This design comes from an exercise in tuning for small area, a short achievable clock period and few clock cycles per item on the open sky130 flow, not from production work. Only simulation tests tie the RTL to the original design; equivalence was not proved. No activity file was given, so power comes from the tool's default toggle rates.

==> design/flow/config.mk <==
export PLATFORM = sky130hd
export DESIGN_NAME = clip_space_triangle_near_clipper
export DESIGN_NICKNAME = clip_space_triangle_near_clipper
export VERILOG_FILES = /design/flow/design.v
export SDC_FILE = /design/flow/constraint.sdc
export NUM_CORES = 4
export LEC_CHECK = 0
export CAP_MARGIN = 20
export CORE_MARGIN = 2
export CORE_UTILIZATION = 45
export SLEW_MARGIN = 20
==> design/flow/constraint.sdc <==
create_clock -name core_clock -period 13.0 [get_ports {clock}]
set_input_delay 2.6000 -clock core_clock [delete_from_list [all_inputs] [get_ports {clock}]]
set_output_delay 2.6000 -clock core_clock [all_outputs]
set_load 0.01 [all_outputs]
==> design/flow/design.v <==
package ctnc_pkg;
   localparam int COORD_BITS = 32;
   localparam int FRAC_BITS  = 16;
   localparam int RGB_BITS   = 24;
   localparam int QBITS      = COORD_BITS + FRAC_BITS;
   localparam int DIV_STEPS  = QBITS;
   localparam int STEP_BITS  = $clog2(DIV_STEPS + 1);
   localparam int REQ_BYTES  = (4 * COORD_BITS + RGB_BITS + 7) / 8;
   localparam int RSP_BYTES  = (4 * COORD_BITS + RGB_BITS + 7) / 8;
   typedef logic signed [COORD_BITS-1:0] coord_type;
   typedef struct packed {
      coord_type x;
      coord_type y;
      coord_type z;
      coord_type w;
      logic [RGB_BITS-1:0] rgb;
   } vtx_type;
   localparam logic [2:0] SRC_V0 = 3'd0;
   localparam logic [2:0] SRC_V1 = 3'd1;
   localparam logic [2:0] SRC_V2 = 3'd2;
   localparam logic [2:0] SRC_C1 = 3'd3;
   localparam logic [2:0] SRC_C2 = 3'd4;
   typedef struct packed {
      logic       hold0;      
      logic       hold1;      
      logic       hold2;      
      logic       clip_go;    
      logic [1:0] clip_out;   
      logic [1:0] clip_in;    
      logic       clip_dst;   
      logic [2:0] src;        
      logic       emit;       
   } cmd_type;
   typedef struct packed {
      logic       clip_busy;
      logic       reject;
      logic [2:0] near_out;
   } sts_type;
endpackage
module clip_space_triangle_near_clipper (
   input  logic         clock,
   input  logic         reset,
   input  logic         req_tvalid,
   output logic         req_tready,
   input  logic [ctnc_pkg::REQ_BYTES*8-1:0] req_tdata,
   output logic         rsp_tvalid,
   input  logic         rsp_tready,
   output logic [ctnc_pkg::RSP_BYTES*8-1:0] rsp_tdata,
   output logic         rsp_tlast
);
   localparam int ND = 1;                 
   localparam logic [1:0] TY_VIS = 2'd0;
   localparam logic [1:0] TY_TWO = 2'd1;
   localparam logic [1:0] TY_ONE = 2'd2;
   localparam logic [1:0] DV_IDLE = 2'd0;
   localparam logic [1:0] DV_DS2  = 2'd1;
   localparam logic [1:0] DV_RUN  = 2'd2;
   localparam logic [1:0] DV_DONE = 2'd3;
   logic [151:0] slot0, slot1, slot2;
   logic [5:0]   fl0, fl1;                
   logic [2:0]   free_ff;
   logic [1:0]   wi_ff;
   logic         full_ff;
   logic         rdy_ff;
   logic         em_act_ff;
   logic         rej_ff;
   logic [1:0]   typ_ff;
   logic [1:0]   ra_ff, rb_ff, rc_ff;
   logic [2:0]   idx_ff;
   logic [127:0] out_xyzw;
   logic [23:0]  out_rgb;
   logic         valid_ff, last_ff;
   logic         adone_ff, bdone_ff;
   logic [1:0]   dv_ff;
   logic         dvj_ff;                  
   logic [31:0]  nmag_ff, dmag_ff;
   logic         nz_ff, ng_ff;
   logic [31:0]  dd_ff;                   
   logic [33:0]  d3_ff;                   
   logic [31:0]  rr_ff;                   
   logic [31:0]  qn_ff;                   
   logic [3:0]   cnt_ff;
   logic         sat_ff, zero_ff, neg_ff, one_ff;
   logic         mact_ff;                 
   logic         mj_ff;                   
   logic [2:0]   mk_ff;                   
   logic [31:0]  tm_ff;                   
   logic         tn_ff;                   
   logic         t1_ff;                   
   logic [31:0]  dm_ff;                   
   logic         ds_ff;                   
   logic [15:0]  th_ff;                   
   logic         mbv_ff, mbph_ff;
   logic [1:0]   mbk_ff;
   logic         mbj_ff;
   logic [47:0]  css_ff, csc_ff;          
   logic         m2v_ff, m2ph_ff, m2fin_ff, m2j_ff, m2sg_ff, m2sh_ff;
   logic [1:0]   m2k_ff;
   logic [47:0]  acc_ff;
   logic         c1v_ff, c1j_ff, c1sg_ff, c1sh_ff;
   logic [1:0]   c1k_ff;
   logic [31:0]  pm_ff, oc_ff;
   logic         c2v_ff, c2j_ff, c2sg_ff;
   logic [1:0]   c2k_ff;
   assign req_tready = rdy_ff;
   assign rsp_tvalid = valid_ff;
   assign rsp_tlast  = last_ff;
   assign rsp_tdata  = {out_rgb, out_xyzw};
   logic signed [32:0] ix, iy, iz, iw;
   logic [5:0] in_fl;
   always_comb begin
      ix = {req_tdata[31],  req_tdata[31:0]};
      iy = {req_tdata[63],  req_tdata[63:32]};
      iz = {req_tdata[95],  req_tdata[95:64]};
      iw = {req_tdata[127], req_tdata[127:96]};
      in_fl[0] = (iz + iw) < 0;           
      in_fl[1] = (iw - iz) < 0;           
      in_fl[2] = (ix + iw) < 0;           
      in_fl[3] = (iw - ix) < 0;           
      in_fl[4] = (iy + iw) < 0;           
      in_fl[5] = (iw - iy) < 0;           
   end
   logic [2:0] nr;
   logic       rej_d;
   logic [1:0] typ_d, ra_d, rb_d, rc_d;
   always_comb begin
      nr = {in_fl[0], fl1[0], fl0[0]};
      rej_d = |(fl0 & fl1 & in_fl);
      typ_d = TY_VIS; ra_d = 2'd0; rb_d = 2'd1; rc_d = 2'd2;
      if (nr[0] && nr[1]) begin
         typ_d = TY_TWO; ra_d = 2'd0; rb_d = 2'd1; rc_d = 2'd2;
      end else if (nr[1] && nr[2]) begin
         typ_d = TY_TWO; ra_d = 2'd1; rb_d = 2'd2; rc_d = 2'd0;
      end else if (nr[0] && nr[2]) begin
         typ_d = TY_TWO; ra_d = 2'd2; rb_d = 2'd0; rc_d = 2'd1;
      end else if (nr[0]) begin
         typ_d = TY_ONE; ra_d = 2'd0; rb_d = 2'd1; rc_d = 2'd2;
      end else if (nr[1]) begin
         typ_d = TY_ONE; ra_d = 2'd1; rb_d = 2'd2; rc_d = 2'd0;
      end else if (nr[2]) begin
         typ_d = TY_ONE; ra_d = 2'd2; rb_d = 2'd0; rc_d = 2'd1;
      end
   end
   logic deciding, clip_go;
   assign deciding = full_ff && !em_act_ff;
   assign clip_go  = deciding && !rej_ff && (typ_ff != TY_VIS);
   logic [1:0] ja_o, ja_i, ja_w, jb_o, jb_i, jb_w;
   always_comb begin
      if (typ_ff == TY_TWO) begin
         ja_o = ra_ff; ja_i = rc_ff; ja_w = ra_ff;
         jb_o = rb_ff; jb_i = rc_ff; jb_w = rb_ff;
      end else begin
         ja_o = ra_ff; ja_i = rc_ff; ja_w = rc_ff;
         jb_o = ra_ff; jb_i = rb_ff; jb_w = ra_ff;
      end
   end
   function automatic logic [31:0] rd(input logic [1:0] s, input logic [1:0] k,
                                      input logic [151:0] a, input logic [151:0] b,
                                      input logic [151:0] c);
      logic [127:0] v;
      case (s)
         2'd0:    v = a[127:0];
         2'd1:    v = b[127:0];
         default: v = c[127:0];
      endcase
      case (k)
         2'd0:    rd = v[31:0];
         2'd1:    rd = v[63:32];
         2'd2:    rd = v[95:64];
         default: rd = v[127:96];
      endcase
   endfunction
   logic [1:0]  mc_w;
   logic [32:0] sum_c;
   logic [31:0] res_c;
   always_comb begin
      mc_w  = c2j_ff ? jb_w : ja_w;
      sum_c = {oc_ff[31], oc_ff} + ({1'b0, pm_ff} ^ {33{c2sg_ff}}) + {32'd0, c2sg_ff};
      if (sum_c[32] != sum_c[31]) res_c = sum_c[32] ? 32'h8000_0000 : 32'h7FFF_FFFF;
      else                        res_c = sum_c[31:0];
   end
   logic a_fin, b_fin;
   assign a_fin = c2v_ff && !c2j_ff && (c2k_ff == 2'd3);
   assign b_fin = c2v_ff &&  c2j_ff && (c2k_ff == 2'd3);
   logic       cand, e_rdy, e_last, e_byp;
   logic [1:0] xs, cs_rgb;
   always_comb begin
      cand = em_act_ff || (deciding && !rej_ff);
      xs = ra_ff; cs_rgb = ra_ff; e_rdy = 1'b1; e_last = 1'b0; e_byp = 1'b0;
      case (typ_ff)
         TY_TWO: begin
            case (idx_ff)
               3'd0:    begin xs = rc_ff; end
               3'd1:    begin xs = ra_ff; e_rdy = adone_ff || a_fin; e_byp = a_fin; end
               default: begin xs = rb_ff; e_rdy = bdone_ff || b_fin; e_byp = b_fin;
                              e_last = 1'b1; end
            endcase
            cs_rgb = xs;
         end
         TY_ONE: begin
            case (idx_ff)
               3'd0:    begin xs = rb_ff; cs_rgb = rb_ff; end
               3'd1:    begin xs = rc_ff; cs_rgb = rc_ff; end
               3'd2:    begin xs = rc_ff; cs_rgb = ra_ff; e_rdy = adone_ff || a_fin;
                              e_byp = a_fin; end
               3'd3:    begin xs = rb_ff; cs_rgb = rb_ff; end
               3'd4:    begin xs = rc_ff; cs_rgb = ra_ff; end
               default: begin xs = ra_ff; cs_rgb = ra_ff; e_rdy = bdone_ff || b_fin;
                              e_byp = b_fin; e_last = 1'b1; end
            endcase
         end
         default: begin
            case (idx_ff)
               3'd0:    xs = ra_ff;
               3'd1:    xs = rb_ff;
               default: begin xs = rc_ff; e_last = 1'b1; end
            endcase
            cs_rgb = xs;
         end
      endcase
   end
   logic out_free, em_go;
   assign out_free = !valid_ff || rsp_tready;
   assign em_go    = cand && e_rdy && out_free;
   logic [127:0] e_xyzw;
   logic [23:0]  e_rgb;
   always_comb begin
      case (xs)
         2'd0:    e_xyzw = slot0[127:0];
         2'd1:    e_xyzw = slot1[127:0];
         default: e_xyzw = slot2[127:0];
      endcase
      if (e_byp) e_xyzw[127:96] = res_c;
      case (cs_rgb)
         2'd0:    e_rgb = slot0[151:128];
         2'd1:    e_rgb = slot1[151:128];
         default: e_rgb = slot2[151:128];
      endcase
   end
   logic        ds1_a, ds1_b, sel_new;
   logic [1:0]  p1_o, p1_i, p1_k;
   logic [31:0] p1_oc, p1_ic;
   always_comb begin
      ds1_a   = clip_go;
      ds1_b   = (dv_ff == DV_DS2);
      sel_new = !mact_ff || mk_ff[2];
      if (ds1_a) begin
         p1_o = ja_o; p1_i = ja_i; p1_k = 2'd2;
      end else if (ds1_b) begin
         p1_o = jb_o; p1_i = jb_i; p1_k = 2'd2;
      end else begin
         p1_o = (sel_new ? dvj_ff : mj_ff) ? jb_o : ja_o;
         p1_i = (sel_new ? dvj_ff : mj_ff) ? jb_i : ja_i;
         p1_k = sel_new ? 2'd0 : mk_ff[1:0];
      end
      p1_oc = rd(p1_o, p1_k, slot0, slot1, slot2);
      p1_ic = rd(p1_i, p1_k, slot0, slot1, slot2);
   end
   logic signed [32:0] df_p, df_n;
   logic [31:0] dmag_c, nmag_c;
   logic        nz_c, ng_c;
   always_comb begin
      df_p   = {p1_ic[31], p1_ic} - {p1_oc[31], p1_oc};
      df_n   = {p1_oc[31], p1_oc} - {p1_ic[31], p1_ic};
      dmag_c = df_p[32] ? df_n[31:0] : df_p[31:0];
      nmag_c = p1_oc[31] ? (32'd0 - p1_oc) : p1_oc;
      nz_c   = (p1_oc == 32'd0);
      ng_c   = (!p1_oc[31] && !nz_c) ^ df_p[32];
   end
   logic [31:0] ds2_r, ds2_q;
   logic [3:0]  ds2_cnt;
   logic        ds2_sat, ds2_one;
   logic        lt0, lt2, lt4, lt8, lt12;
   always_comb begin
      ds2_sat = ({15'd0, nmag_ff[31:15]} >= dmag_ff);
      lt0  = (nmag_ff < dmag_ff);
      lt2  = ({2'd0, nmag_ff[31:2]} < dmag_ff) && (ND == 1);
      lt4  = ({4'd0, nmag_ff[31:4]} < dmag_ff);
      lt8  = ({8'd0, nmag_ff[31:8]} < dmag_ff);
      lt12 = ({12'd0, nmag_ff[31:12]} < dmag_ff);
      ds2_one = nz_ff || (!ds2_sat && lt0);
      if (nz_ff || ds2_sat) begin
         ds2_cnt = 4'd0; ds2_r = '0; ds2_q = '0;
      end else if (lt0) begin
         ds2_cnt = 4'(16/(2*ND) - 1); ds2_r = nmag_ff; ds2_q = '0;
      end else if (lt2) begin
         ds2_cnt = 4'(18/(2*ND) - 1); ds2_r = {2'd0, nmag_ff[31:2]}; ds2_q = {nmag_ff[1:0], 30'd0};
      end else if (lt4) begin
         ds2_cnt = 4'(20/(2*ND) - 1); ds2_r = {4'd0, nmag_ff[31:4]}; ds2_q = {nmag_ff[3:0], 28'd0};
      end else if (lt8) begin
         ds2_cnt = 4'(24/(2*ND) - 1); ds2_r = {8'd0, nmag_ff[31:8]}; ds2_q = {nmag_ff[7:0], 24'd0};
      end else if (lt12) begin
         ds2_cnt = 4'(28/(2*ND) - 1); ds2_r = {12'd0, nmag_ff[31:12]}; ds2_q = {nmag_ff[11:0], 20'd0};
      end else begin
         ds2_cnt = 4'(32/(2*ND) - 1); ds2_r = {16'd0, nmag_ff[31:16]}; ds2_q = {nmag_ff[15:0], 16'd0};
      end
   end
   function automatic logic [33:0] r4(input logic [31:0] r, input logic [1:0] b,
                                      input logic [31:0] d, input logic [33:0] d3);
      logic [33:0] rp;
      logic [34:0] s1, s2, s3;
      rp = {r, b};
      s1 = {1'b0, rp} - {3'b0, d};
      s2 = {1'b0, rp} - {2'b0, d, 1'b0};
      s3 = {1'b0, rp} - {1'b0, d3};
      if (!s3[34])      r4 = {2'd3, s3[31:0]};
      else if (!s2[34]) r4 = {2'd2, s2[31:0]};
      else if (!s1[34]) r4 = {2'd1, s1[31:0]};
      else              r4 = {2'd0, rp[31:0]};
   endfunction
   logic [33:0] st1, st2;
   logic [31:0] r_next, qn_next;
   always_comb begin
      st1 = r4(rr_ff, qn_ff[31:30], dd_ff, d3_ff);
      if (ND == 2) begin
         st2     = r4(st1[31:0], qn_ff[29:28], dd_ff, d3_ff);
         r_next  = st2[31:0];
         qn_next = {qn_ff[27:0], st1[33:32], st2[33:32]};
      end else begin
         st2     = st1;
         r_next  = st1[31:0];
         qn_next = {qn_ff[29:0], st1[33:32]};
      end
   end
   logic        dv_last, dv_res;
   logic [31:0] qsel, tm_c;
   always_comb begin
      dv_last = (dv_ff == DV_RUN) && (cnt_ff == 4'd0);
      dv_res  = dv_last || (dv_ff == DV_DONE);
      qsel    = (dv_ff == DV_DONE) ? qn_ff : qn_next;
      if (zero_ff)     tm_c = 32'd0;
      else if (sat_ff) tm_c = neg_ff ? 32'h8000_0000 : 32'h7FFF_FFFF;
      else             tm_c = qsel;
   end
   logic mb_fin, mb_free, m_free, take, ma_go;
   always_comb begin
      mb_fin  = mbv_ff && (t1_ff || mbph_ff);
      mb_free = !mbv_ff || mb_fin;
      m_free  = !mact_ff || (mk_ff[2] && mb_free);
      take    = dv_res && m_free &&
                !(!dvj_ff && typ_ff == TY_ONE && idx_ff < 3'd2);
      ma_go   = take || (mact_ff && !mk_ff[2] && mb_free);
   end
   function automatic logic [95:0] csa(input logic [47:0] a, input logic [47:0] b,
                                       input logic [47:0] c);
      logic [47:0] s, y;
      s = a ^ b ^ c;
      y = (a & b) | (a & c) | (b & c);
      csa = {s, y[46:0], 1'b0};
   endfunction
   logic [47:0] pp [16];
   logic [47:0] l1 [11];
   logic [47:0] l2 [8];
   logic [47:0] l3 [6];
   logic [47:0] l4 [4];
   logic [47:0] l5 [3];
   logic [47:0] tr_s, tr_c;
   always_comb begin
      for (int i = 0; i < 16; i++)
         pp[i] = th_ff[i] ? ({16'd0, dm_ff} << i) : 48'd0;
      for (int g = 0; g < 5; g++)
         {l1[2*g], l1[2*g+1]} = csa(pp[3*g], pp[3*g+1], pp[3*g+2]);
      l1[10] = pp[15];
      for (int g = 0; g < 3; g++)
         {l2[2*g], l2[2*g+1]} = csa(l1[3*g], l1[3*g+1], l1[3*g+2]);
      l2[6] = l1[9]; l2[7] = l1[10];
      for (int g = 0; g < 2; g++)
         {l3[2*g], l3[2*g+1]} = csa(l2[3*g], l2[3*g+1], l2[3*g+2]);
      l3[4] = l2[6]; l3[5] = l2[7];
      for (int g = 0; g < 2; g++)
         {l4[2*g], l4[2*g+1]} = csa(l3[3*g], l3[3*g+1], l3[3*g+2]);
      {l5[0], l5[1]} = csa(l4[0], l4[1], l4[2]);
      l5[2] = l4[3];
      {tr_s, tr_c} = csa(l5[0], l5[1], l5[2]);
   end
   logic [47:0] m2_s, m2_c, acc_c;
   always_comb begin
      {m2_s, m2_c} = csa(css_ff, csc_ff, m2ph_ff ? {16'd0, acc_ff[47:16]} : 48'd0);
      acc_c = m2_s + m2_c;
   end
   logic [47:0] pp1;
   logic        big;
   logic [31:0] pm_c, oc_c;
   always_comb begin
      pp1  = c1sh_ff ? {16'd0, acc_ff[47:16]} : acc_ff;
      big  = |pp1[47:31];
      if (c1sg_ff) pm_c = big ? 32'h8000_0000 : {1'b0, pp1[30:0]};
      else         pm_c = big ? 32'h7FFF_FFFF : {1'b0, pp1[30:0]};
      oc_c = rd(c1j_ff ? jb_o : ja_o, c1k_ff, slot0, slot1, slot2);
   end
   logic acc_in;
   assign acc_in = req_tvalid && rdy_ff;
   logic [2:0] free_n;
   logic [1:0] wi_n;
   always_comb begin
      free_n = free_ff;
      wi_n   = wi_ff;
      if (acc_in) begin
         free_n[wi_ff] = 1'b0;
         wi_n = (wi_ff == 2'd2) ? 2'd0 : wi_ff + 2'd1;
      end
      if (deciding && rej_ff) free_n = 3'b111;
      if (em_go) begin
         if (e_last && typ_ff != TY_VIS) free_n = 3'b111;
         else if (typ_ff == TY_VIS)      free_n[xs] = 1'b1;
      end
   end
   always_ff @(posedge clock) begin
      if (reset) begin
         free_ff   <= 3'b111;
         wi_ff     <= 2'd0;
         full_ff   <= 1'b0;
         rdy_ff    <= 1'b1;
         em_act_ff <= 1'b0;
         idx_ff    <= 3'd0;
         valid_ff  <= 1'b0;
         dv_ff     <= DV_IDLE;
         mact_ff   <= 1'b0;
         mbv_ff    <= 1'b0;
         m2v_ff    <= 1'b0;
         c1v_ff    <= 1'b0;
         c2v_ff    <= 1'b0;
      end else begin
         free_ff <= free_n;
         wi_ff   <= wi_n;
         rdy_ff  <= free_n[wi_n];
         if (acc_in && wi_ff == 2'd2) full_ff <= 1'b1;
         else if (deciding)           full_ff <= 1'b0;
         if (deciding && !rej_ff)     em_act_ff <= 1'b1;
         else if (em_go && e_last)    em_act_ff <= 1'b0;
         if (em_go) idx_ff <= e_last ? 3'd0 : idx_ff + 3'd1;
         if (em_go)           valid_ff <= 1'b1;
         else if (rsp_tready) valid_ff <= 1'b0;
         case (dv_ff)
            DV_IDLE: if (clip_go) dv_ff <= DV_DS2;
            DV_DS2:  dv_ff <= DV_RUN;
            DV_RUN:  if (dv_last) begin
               if (!take)       dv_ff <= DV_DONE;
               else if (dvj_ff) dv_ff <= DV_IDLE;
            end
            default: if (take) dv_ff <= dvj_ff ? DV_IDLE : DV_RUN;
         endcase
         if (take)                       mact_ff <= 1'b1;
         else if (mk_ff[2] && mb_free)   mact_ff <= 1'b0;
         if (ma_go)       mbv_ff <= 1'b1;
         else if (mb_fin) mbv_ff <= 1'b0;
         m2v_ff <= mbv_ff;
         c1v_ff <= m2v_ff && m2fin_ff;
         c2v_ff <= c1v_ff;
      end
   end
   always_ff @(posedge clock) begin
      if (acc_in && wi_ff == 2'd2) begin
         rej_ff <= rej_d;
         typ_ff <= typ_d; ra_ff <= ra_d; rb_ff <= rb_d; rc_ff <= rc_d;
      end
      if (em_go) begin
         out_xyzw <= e_xyzw;
         out_rgb  <= e_rgb;
         last_ff  <= e_last;
      end
      if (clip_go) begin
         adone_ff <= 1'b0; bdone_ff <= 1'b0;
      end else begin
         if (a_fin) adone_ff <= 1'b1;
         if (b_fin) bdone_ff <= 1'b1;
      end
   end
   always_ff @(posedge clock) begin
      if (acc_in && wi_ff == 2'd0) begin slot0 <= req_tdata; fl0 <= in_fl; end
      if (acc_in && wi_ff == 2'd1) begin slot1 <= req_tdata; fl1 <= in_fl; end
      if (acc_in && wi_ff == 2'd2) slot2 <= req_tdata;
      if (c2v_ff) begin
         case (mc_w)
            2'd0: slot0[32*c2k_ff +: 32] <= res_c;
            2'd1: slot1[32*c2k_ff +: 32] <= res_c;
            default: slot2[32*c2k_ff +: 32] <= res_c;
         endcase
      end
   end
   always_ff @(posedge clock) begin
      if (ds1_a || ds1_b) begin
         nmag_ff <= nmag_c; dmag_ff <= dmag_c; nz_ff <= nz_c; ng_ff <= ng_c;
      end
      if ((dv_ff == DV_DS2) || (take && !dvj_ff)) begin
         dd_ff   <= dmag_ff;
         d3_ff   <= {2'b0, dmag_ff} + {1'b0, dmag_ff, 1'b0};
         rr_ff   <= ds2_r;
         qn_ff   <= ds2_q;
         cnt_ff  <= ds2_cnt;
         sat_ff  <= ds2_sat;
         zero_ff <= nz_ff;
         neg_ff  <= ng_ff;
         one_ff  <= ds2_one;
         dvj_ff  <= (dv_ff != DV_DS2);
      end else if (dv_ff == DV_RUN) begin
         rr_ff  <= r_next;
         qn_ff  <= qn_next;
         cnt_ff <= cnt_ff - 4'd1;
      end
   end
   always_ff @(posedge clock) begin
      if (take) begin
         tm_ff <= tm_c;
         tn_ff <= neg_ff;
         t1_ff <= one_ff;
         mj_ff <= dvj_ff;
      end
      if (ma_go) begin
         dm_ff   <= dmag_c;
         ds_ff   <= df_p[32];
         th_ff   <= take ? tm_c[15:0] : tm_ff[15:0];
         mbk_ff  <= take ? 2'd0 : mk_ff[1:0];
         mbj_ff  <= take ? dvj_ff : mj_ff;
         mk_ff   <= take ? 3'd1 : mk_ff + 3'd1;
         mbph_ff <= 1'b0;
      end else if (mbv_ff && !mb_fin) begin
         th_ff   <= tm_ff[31:16];
         mbph_ff <= 1'b1;
      end
      css_ff   <= tr_s;
      csc_ff   <= tr_c;
      m2ph_ff  <= mbph_ff;
      m2fin_ff <= mb_fin;
      m2k_ff   <= mbk_ff;
      m2j_ff   <= mbj_ff;
      m2sg_ff  <= ds_ff ^ tn_ff;
      m2sh_ff  <= t1_ff;
      if (m2v_ff) acc_ff <= acc_c;
      c1k_ff  <= m2k_ff;
      c1j_ff  <= m2j_ff;
      c1sg_ff <= m2sg_ff;
      c1sh_ff <= m2sh_ff;
      pm_ff   <= pm_c;
      oc_ff   <= oc_c;
      c2k_ff  <= c1k_ff;
      c2j_ff  <= c1j_ff;
      c2sg_ff <= c1sg_ff;
   end
endmodule
==> design/flow/run.sh <==
#!/bin/bash
# synth_recipe.tcl (not shown) runs the flow's synth.tcl, then flattens the netlist and writes it again
# the make line also repeats each setting of config.mk as NAME=value (left out here)
make -C /OpenROAD-flow-scripts/flow DESIGN_CONFIG=/design/flow/config.mk WORK_HOME=/design/flow/orfs CLKGATE_MAP_FILE= SYNTH_SCRIPT=/design/flow/synth_recipe.tcl finish
==> flow_summary.html <==
<table>
<tr><th>Metric</th><th>Value</th></tr>
<tr><th colspan="2">Logic synthesis</th></tr>
<tr><td>Syn. warnings</td><td>7</td></tr>
<tr><td>Fraction of registers with async set/reset</td><td>0%</td></tr>
<tr><td>Share of synthesized cell area in full adder, half adder and majority cells</td><td>slightly below 20%</td></tr>
<tr><td>Synthesized instance count</td><td>around 10k</td></tr>
<tr><td>Sequential element share of the synthesized area</td><td>30.4%</td></tr>
<tr><td>Multiplexer fraction of the synthesized cell area</td><td>between 8 and 9%</td></tr>
<tr><td>Post-synthesis xor/xnor area fraction</td><td>approximately 2.5%</td></tr>
<tr><td>Compound-gate portion of the synthesized area</td><td>19.9%</td></tr>
<tr><td>Number of synthesized flops with an enable pin</td><td>just over 500</td></tr>
<tr><td>Average instance area after synthesis</td><td>slightly above 9 µm²</td></tr>
<tr><td>Total standard cell area after synthesis</td><td>just over 90000 µm²</td></tr>
<tr><td>Simple-gate share of the synthesized area</td><td>a little over an eighth</td></tr>
<tr><td>Flip-flop cell with the highest count after synthesis</td><td>sky130_fd_sc_hd__dfxtp_1</td></tr>
<tr><td>Number of flip-flops and latches in the synthesized netlist</td><td>about 1.2k</td></tr>
<tr><td>Post-Synthesis Net Count</td><td>roughly 12k</td></tr>
<tr><td>Unique cell type count in the Yosys netlist</td><td>106</td></tr>
<tr><td>Main combinational cell family by area after synthesis</td><td>compound AO/OA/AOI/OAI gates</td></tr>
<tr><th colspan="2">Route</th></tr>
<tr><td>Initial DRC count</td><td>a little over 10k</td></tr>
<tr><td>Post-detailed-route via-to-cell ratio</td><td>6.42</td></tr>
<tr><td>Number of DRC violations after detailed routing</td><td>0</td></tr>
<tr><td>Sum of routed wire length over all layers</td><td>roughly 380000 µm</td></tr>
<tr><td>Number of optimization iterations in the first detailed-route pass</td><td>8</td></tr>
<tr><td>Wire length per cell</td><td>slightly below 30 µm</td></tr>
<tr><td>Remaining antenna violation count after routing</td><td>0</td></tr>
<tr><td>Vias post-DR</td><td>~84k</td></tr>
<tr><th colspan="2">Final layout</th></tr>
<tr><td>Number of inserted filler cells in the final layout</td><td>approximately 19k</td></tr>
<tr><td>Fraction of layout cells with a size suffix above 1</td><td>just under 6%</td></tr>
<tr><td>Post-layout nets</td><td>roughly 12k</td></tr>
<tr><td>Post-synthesis to final-layout area growth</td><td>11.0%</td></tr>
<tr><td>Area occupied by multi-input gates</td><td>around 60000 µm²</td></tr>
<tr><td>Final std cell area, no fill</td><td>around 100000 µm²</td></tr>
<tr><td>Seq. cell area</td><td>28300 µm²</td></tr>
<tr><th colspan="2">Placed design</th></tr>
<tr><td>HPWL Detailed</td><td>between 200000 and 300000 µm</td></tr>
<tr><td>Instance area at placement</td><td>between 90000 and 100000 µm²</td></tr>
<tr><td>PortBufs</td><td>310</td></tr>
<tr><td>Final weighted congestion of routability-driven global placement</td><td>roughly 0.98</td></tr>
<tr><th colspan="2">Global route</th></tr>
<tr><td>Met3 track demand over resource in global routing</td><td>between 8 and 9%</td></tr>
<tr><td>Number of global-route vias before repair</td><td>a little over 80k</td></tr>
<tr><td>Met2 capacity usage during global routing</td><td>between 50 and 60%</td></tr>
<tr><td>Met1 track utilization from global routing</td><td>around 46%</td></tr>
<tr><td>Gr ovfl total</td><td>0</td></tr>
<tr><td>Pin count of the biggest net entering global routing</td><td>around 110</td></tr>
<tr><td>Initial antenna violation count</td><td>21</td></tr>
<tr><td>Total track usage</td><td>a little over a third</td></tr>
<tr><td>Wire length of the first global-routing pass</td><td>approximately 550000 µm</td></tr>
<tr><td>Layer carrying the most global-route usage</td><td>met2</td></tr>
<tr><th colspan="2">Die</th></tr>
<tr><td>Total die area</td><td>211000 µm²</td></tr>
<tr><td>Starting Density</td><td>a little under half</td></tr>
<tr><td>Die height</td><td>~460 µm</td></tr>
<tr><td>Die span in x</td><td>459 µm</td></tr>
<tr><td>I/O pin total</td><td>about 310</td></tr>
<tr><td>Area of the core</td><td>205000 µm²</td></tr>
<tr><td>Floorplan row count</td><td>166</td></tr>
<tr><th colspan="2">Worst setup path</th></tr>
<tr><td>Worst Path Class, Setup</td><td>flop to flop</td></tr>
<tr><td>Worst reg2reg path startpoint</td><td>typ_ff[0]$_SDFFCE_PP1P_</td></tr>
<tr><td>Sort of element at the start of the critical path</td><td>flop</td></tr>
<tr><td>Biggest fanout along the worst timing path</td><td>70</td></tr>
<tr><td>Worst EP required</td><td>around 14000 ps</td></tr>
<tr><td>Endpoint of the most critical register-to-register path</td><td>dm_ff[14]$_DFFE_PN_</td></tr>
<tr><td>Critical path arrival</td><td>9120 ps</td></tr>
<tr><td>Endpoint class of the critical path</td><td>flop</td></tr>
<tr><td>Worst r2r path cells</td><td>22</td></tr>
<tr><td>R2R setup slack</td><td>about 4500 ps</td></tr>
<tr><th colspan="2">Pwr</th></tr>
<tr><td>Logic gate share of total power</td><td>between 40 and 50%</td></tr>
<tr><td>Clock network fraction of design power</td><td>a little under a quarter</td></tr>
<tr><td>Sequential share of power</td><td>35.9%</td></tr>
<tr><td>Leakage power figure</td><td>43.7 nW</td></tr>
<tr><td>Pint</td><td>a little over 0.009 W</td></tr>
<tr><td>IR Drop Worst-Case VDD</td><td>roughly 210 µV</td></tr>
<tr><td>Pwr per Cell Area</td><td>approximately 160 nW/µm²</td></tr>
<tr><td>Net switching power figure</td><td>around 0.0075 W</td></tr>
<tr><td>Net switching share of the total power</td><td>~45%</td></tr>
<tr><th colspan="2">Clock network</th></tr>
<tr><td>Deepest level of the CTS H-tree</td><td>4</td></tr>
<tr><td>Buffers from clock root to sink, at most</td><td>3</td></tr>
<tr><td>CTS tree</td><td>built</td></tr>
<tr><td>Gates resized, CTS repair</td><td>0</td></tr>
<tr><td>Clock latency at the later pin of the worst-skew pair</td><td>between 800 and 900 ps</td></tr>
<tr><td>Count of clock tree sinks</td><td>~1.2k</td></tr>
<tr><td>TritonCTS buffer count</td><td>between 100 and 150</td></tr>
<tr><td>Hold-fix buffers at CTS</td><td>0</td></tr>
<tr><td>Post CTS Setup Buffer Count</td><td>0</td></tr>
<tr><td>Root buffer selected by CTS</td><td>sky130_fd_sc_hd__clkbuf_16</td></tr>
<tr><td>Clock transition at the registers of the reported paths</td><td>70 ps</td></tr>
<tr><th colspan="2">STA</th></tr>
<tr><td>Unrepaired setup endpoints after global routing</td><td>false</td></tr>
<tr><td>Max Slew Vio Count</td><td>0</td></tr>
<tr><td>Max Freq</td><td>118 MHz</td></tr>
<tr><td>Relative slew slack</td><td>about 16%</td></tr>
<tr><td>Clk_skew</td><td>between 40 and 50 ps</td></tr>
<tr><td>Fraction of the cycle the final worst path needs</td><td>between 60% and 70%</td></tr>
<tr><td>Final critical-path required period</td><td>around 8500 ps</td></tr>
<tr><td>Pin slew with the least headroom to its limit</td><td>between 1000 and 1500 ps</td></tr>
<tr><td>Setup Viol. Count Final</td><td>0</td></tr>
<tr><td>Aggregate negative setup slack</td><td>0 ps</td></tr>
<tr><td>Count of final hold-check violations</td><td>0</td></tr>
<tr><th colspan="2">Status</th></tr>
<tr><td>Outcome</td><td>no timing/DRC/antenna violations</td></tr>
<tr><th colspan="2">Hold path</th></tr>
<tr><td>Hold path startpoint</td><td>m2sg_ff$_DFF_P_</td></tr>
<tr><td>WHS Path Cells</td><td>0</td></tr>
<tr><td>Hold Crit Endpoint</td><td>c1sg_ff$_DFF_P_</td></tr>
<tr><td>Worst hold path class</td><td>flop to flop</td></tr>
<tr><th colspan="2">Job</th></tr>
<tr><td>Number of violations of the max-capacitance limit</td><td>0</td></tr>
</table>
## registers in the layout, summed over array words and instances, names as in the netlist, 4 cells and up
register	count
acc_ff	48
cnt_ff	4
csc_ff	41
css_ff	47
d3_ff	34
dd_ff	31
dm_ff	32
dmag_ff	32
fl0	6
fl1	6
nmag_ff	32
oc_ff	32
out_rgb	24
out_xyzw	128
pm_ff	32
qn_ff	32
rr_ff	32
slot0	152
slot1	152
slot2	152
th_ff	16
tm_ff	32
## critical path, stage by stage (launching register included)
cell                        delay, ps
sky130_fd_sc_hd__edfxtp_1         390
sky130_fd_sc_hd__inv_1             90
sky130_fd_sc_hd__ha_1             290
sky130_fd_sc_hd__or4b_1           730
sky130_fd_sc_hd__nand2_4          780
sky130_fd_sc_hd__nor2_1           270
sky130_fd_sc_hd__nand2_4          390
sky130_fd_sc_hd__buf_4            710
sky130_fd_sc_hd__a31oi_1           70
sky130_fd_sc_hd__or4_1            700
sky130_fd_sc_hd__ha_1             450
sky130_fd_sc_hd__a21oi_1          190
sky130_fd_sc_hd__o21ai_0          110
sky130_fd_sc_hd__a2111oi_0        450
sky130_fd_sc_hd__o21bai_1         190
sky130_fd_sc_hd__o41a_1           410
sky130_fd_sc_hd__a41oi_1          330
sky130_fd_sc_hd__o21ai_0          250
sky130_fd_sc_hd__a41oi_4          360
sky130_fd_sc_hd__buf_4            490
sky130_fd_sc_hd__a211oi_1         110
sky130_fd_sc_hd__a31oi_1          200
sky130_fd_sc_hd__xor2_1           250
## logic make-up after synthesis
family          count (synthesis)
simple gates                 2616
fa+ha+maj                    1162
flops                        1159
mux                           720
buf+inv                      1453
xor+xnor                      271
compound gates               2898
## worst max path at each step
stage                             from                    end  slack (ps)  cells past startpoint
6_report       typ_ff[0]$_SDFFCE_PP1P_    dm_ff[14]$_DFFE_PN_        4500                     22
4_1_cts        typ_ff[0]$_SDFFCE_PP1P_  dmag_ff[14]$_DFFE_PP_        4490                     23
2_1_floorplan               rsp_tready      rdy_ff$_SDFF_PP1_        1420                      7
3_5_place_dp   typ_ff[0]$_SDFFCE_PP1P_  dmag_ff[14]$_DFFE_PP_        4540                     23
5_1_grt        typ_ff[0]$_SDFFCE_PP1P_    dm_ff[14]$_DFFE_PN_        3760                     23
3_3_place_gp   typ_ff[0]$_SDFFCE_PP1P_    dm_ff[17]$_DFFE_PN_        4590                     23
## area by class of cell
cell class                 count  share of cell area [%]
multi-input combinational   7667                    57.7
sequential                  1159                    27.4
timing repair buffer         490                    4.32
clock buffer                 183                    3.70
tap                         2688                    3.25
inverter                     779                    2.83
clock inverter                71                   0.791
antenna                        9                  0.0218
## routing by layer
metal / vias up / part of all wire (%) / wire [µm]
li1: 36700 / - / -
met1: 41200 / 40 / 154000
met4: 8 / 6.8 / 26100
met3: 1085 / 9.6 / 36800
met2: 4742 / 43 / 165000
met5: - / 0.014 / 54
## synth_stat cells (96+ instances only)
cell type                    n  share of area, %
sky130_fd_sc_hd__ha_1      705               9.5
sky130_fd_sc_hd__o21ai_0   417               2.2
sky130_fd_sc_hd__mux2i_1   680               7.3
sky130_fd_sc_hd__a21o_1    209               1.7
sky130_fd_sc_hd__edfxtp_1  512                17
sky130_fd_sc_hd__nand2_1   673               2.7
sky130_fd_sc_hd__fa_1      457               9.8
sky130_fd_sc_hd__nor2_1    794               3.2
sky130_fd_sc_hd__and2_1    484               3.3
sky130_fd_sc_hd__clkbuf_1  553               2.2
sky130_fd_sc_hd__o22ai_1   482               3.2
sky130_fd_sc_hd__inv_1     776               3.1
sky130_fd_sc_hd__a211oi_1   96              0.77
sky130_fd_sc_hd__nor3_1    125              0.67
sky130_fd_sc_hd__xor2_1     97              0.91
sky130_fd_sc_hd__a21oi_1   963               5.2
sky130_fd_sc_hd__xnor2_1   174               1.6
sky130_fd_sc_hd__dfxtp_1   647                14
## stage by stage
step / setup slack, ps / cells / utilization (%) / hold WS, ps / total power, W
4_1_cts: 4490 / 13000 / 50.3 / 315 / 0.0165
2_1_floorplan: 1420 / 10300 / - / 310 / 0.00962
5_1_grt: 3760 / 13000 / 50.4 / 328 / 0.0174
3_5_place_dp: 4540 / 12800 / 48.1 / 313 / 0.0125
3_3_place_gp: 4590 / 12800 / 48.0 / 313 / 0.0123
6_report: 4500 / 13000 / 50.4 / 308 / 0.0169
## cell usage in the layout, fill, tap and decap left out, drive strengths merged, types with 126 or more instances in the layout
master,n
a21oi,963
nor2,794
inv,789
ha,705
mux2i,681
nand2,676
dfxtp,647
edfxtp,512
and2,489
o22ai,482
fa,457
o21ai,426
clkdlybuf4s50,310
a21o,209
clkbuf,183
buf,180
xnor2,174
nor3,126
## power by group through the flow
stage | sequential, W | combinational, W | clock [W]
after detailed placement | 0.00598 | 0.00651 | 0
after floorplan | 0.00541 | 0.00421 | 0
after global routing | 0.00603 | 0.00719 | 0.00421
after CTS | 0.00591 | 0.00655 | 0.00407
final | 0.00605 | 0.00678 | 0.00403
after global placement | 0.00598 | 0.00637 | 0
Testbench counts, summed over its fixed seeds: cycles 3,732, triangles 256.

==> re-timing with driven ports <==
How much do the figures lean on ideal ports? The routed layout below was timed once more, with nothing changed but the port constraints. Step 1 sets driving cells, clkbuf_16 on the clock port and buf_2 on the other inputs (assumed; they add their load-dependent delay and slew). Step 2 times the ports against the registers' clock, not the clock port: input delays grow and output delays shrink by t, the midpoint of the rising clock arrivals with the driver on. Slacks: ideal / step 1 / step 2; pairs: ideal / step 1.
t (ns): 0.913
slack for setup (ns): 4.498 / 4.498 / 4.498
worst setup path after step 2: register to register
worst register clock-pin slew, ns: 0.07 / 0.07
After both steps setup and hold are still met in this run. For this run, drivers alone change the setup slack by 0.000 ns; drivers and shift together by 0.000 ns.
